Source: an optimization exercise on an open RTL-to-GDS flow (aim: small area, a short achievable clock period and few clock cycles per item). Production flows keep margins and buffers that such runs may drop.
Function was checked by simulation only, so behaviour that the tests miss may differ from the original.
Power figures rest on the tool's default switching activity, not on a simulated workload.

## idle_connection_timing_wheel_top
module idle_connection_timing_wheel_top #(
    parameter int MAX_CONNECTIONS = ictw_pkg::DEF_MAX_CONNECTIONS,
    parameter int MAX_SLOTS       = ictw_pkg::DEF_MAX_SLOTS
) (
    input  logic                             i_clk,
    input  logic                             i_rst_n,
    input  logic                             i_req_valid,
    output logic                             o_req_ready,
    input  logic [ictw_pkg::CMD_W-1:0]       i_req_command,
    input  logic [ictw_pkg::CONN_W-1:0]      i_req_connection,
    output logic                             o_rsp_valid,
    input  logic                             i_rsp_ready,
    output logic [ictw_pkg::KIND_W-1:0]      o_rsp_event_kind,
    output logic [ictw_pkg::CONN_W-1:0]      o_rsp_event_connection,
    output logic                             o_rsp_last,
    input  logic                             i_cfg_we,
    input  logic [ictw_pkg::TIMEOUT_W-1:0]   i_cfg_wdata
);
==> flow/config.mk <==
export PLATFORM = sky130hd
export DESIGN_NAME = idle_connection_timing_wheel_top
export DESIGN_NICKNAME = idle_connection_timing_wheel_top
export VERILOG_FILES = /design/flow/design.v
export SDC_FILE = /design/flow/constraint.sdc
export NUM_CORES = 4
export LEC_CHECK = 0
export CAP_MARGIN = 20
export CELL_PAD_IN_SITES_DETAIL_PLACEMENT = 2
export CELL_PAD_IN_SITES_GLOBAL_PLACEMENT = 2
export CORE_MARGIN = 2
export CORE_UTILIZATION = 40
export CTS_CLUSTER_DIAMETER = 80
export CTS_CLUSTER_SIZE = 20
export PLACE_DENSITY = 0.6
export SETUP_SLACK_MARGIN = 4
export SLEW_MARGIN = 20
export SYNTH_MEMORY_MAX_BITS = 8192
==> flow/constraint.sdc <==
create_clock -name core_clock -period 8.0 [get_ports {i_clk}]
set_input_delay 1.6000 -clock core_clock [delete_from_list [all_inputs] [get_ports {i_clk}]]
set_output_delay 1.6000 -clock core_clock [all_outputs]
set_load 0.01 [all_outputs]
run.sh (not shown) runs the stock make flow with config.mk's settings and CLKGATE_MAP_FILE= SYNTH_SCRIPT=/design/flow/synth_recipe.tcl, a recipe that flattens the netlist after the stock synthesis.
Testbench counts at the start, summed over its fixed seeds: cycles 11,461, requests 11,200.
Then changed:
--- a/flow/design.v
+++ b/flow/design.v
@@ -216,43 +216,43 @@
             r_srow <= r_new;
         end
     end
     assign hit_s = (r_s1v || r_s2v) && (r_srow == r_rsel_b);
     assign hit_c = (r_c_e && (r_e == r_rsel_b)) || (r_c_new && (r_new == r_rsel_b));
     always_comb begin
         rd_raw = '0;
         for (int r = 0; r < NS; r++) begin
             rd_raw = rd_raw | (r_slot[r] & {NC{r_rsel[r]}});
         end
     end
-    logic [NC-1:0] rd_one, rd_zero, rd_plain;
     always_comb begin
-        rd_one  = {NC{!hit_c}} & ({NC{!r_ph}} | (scol & {NC{hit_s}}));
-        rd_zero = {NC{!hit_c}} & ({NC{r_ph}}  | (scol & {NC{hit_s}}));
-        rd      = (rd_raw & rd_one) | (~rd_raw & rd_zero);
-        rd_plain = rd_raw ^ {NC{r_ph}};
+        if (hit_c) begin
+            rd = '0;
+        end else begin
+            rd = (rd_raw ^ {NC{r_ph}}) | (scol & {NC{hit_s}});
+        end
     end
     always_ff @(posedge i_clk) begin
         if (r_rl == RL_N1) begin
             r_nrow1 <= rd | (col & {NC{enter_go && r_n2}});
         end else if (tick_go) begin
             r_nrow1 <= rd;
         end else if (enter_go && r_n2) begin
             r_nrow1 <= r_nrow1 | col;
         end
     end
     always_ff @(posedge i_clk) begin
         if (!i_rst_n) begin
             r_nm <= '0;
         end else if ((r_rl == RL_NM) || (r_rl == RL_TNM)) begin
-            r_nm <= rd_plain;
+            r_nm <= rd;
         end else if (tick_go) begin
             r_nm <= '0;
         end else if (enter_go) begin
             r_nm <= r_nm | col;
         end
     end
     for (genvar i = 0; i < NC; i++) begin : g_conn
         logic inc_i, hit_i;
         assign inc_i = enter_go && col[i] && !r_nm[i] && (r_cnt[i] != COUNT_MAX);
         assign hit_i = tick_go && r_nrow1[i] && r_live[i];
         always_ff @(posedge i_clk) begin
Outcome: This time the run completed and failed the layout checks on slew limit. Worst setup slack degrades by 0.060 ns. Cell area grows by 1.1%. Power barely changes. Count of clock-buffer cells in the layout grows by 13. Combinational power grows by about 0.4%. Register-to-register slack degrades by 0.06 ns. Wire length grows by 1.3%. Clock skew shrinks by 0.015 ns. Hold slack is about the same. Utilization shrinks by 0.10 points. Synthesized area grows by 1.1%.
Testbench counts after the change, summed over its fixed seeds: cycles 11,461, requests 11,200.

port drivers added, routing unchanged:
The results above use ideal ports. As a check the final layouts listed here were re-extracted and re-timed, cells and wires unchanged. Step 1 (the two cells are an assumption about what drives the block):
set clk [get_ports {i_clk}]
set_driving_cell -lib_cell sky130_fd_sc_hd__clkbuf_16 $clk
set_driving_cell -lib_cell sky130_fd_sc_hd__buf_2 [delete_from_list [all_inputs] $clk]
Step 2 also shifts input and output timing later by t, the mid clock arrival at the registers, as if the neighbouring blocks saw the same clock. Slacks: ideal ports / drivers / drivers and shift; pairs: ideal ports / drivers.
run | t, ns | setup slack, ns | slew at the worst register clock pin (ns) | cell pins on the clock port's net
the first run | 1.143 | 3.794 / 3.794 / 3.794 | 0.10 / 0.10 | 1
the second run | 1.155 | 3.734 / 3.734 / 3.734 | 0.10 / 0.10 | 1
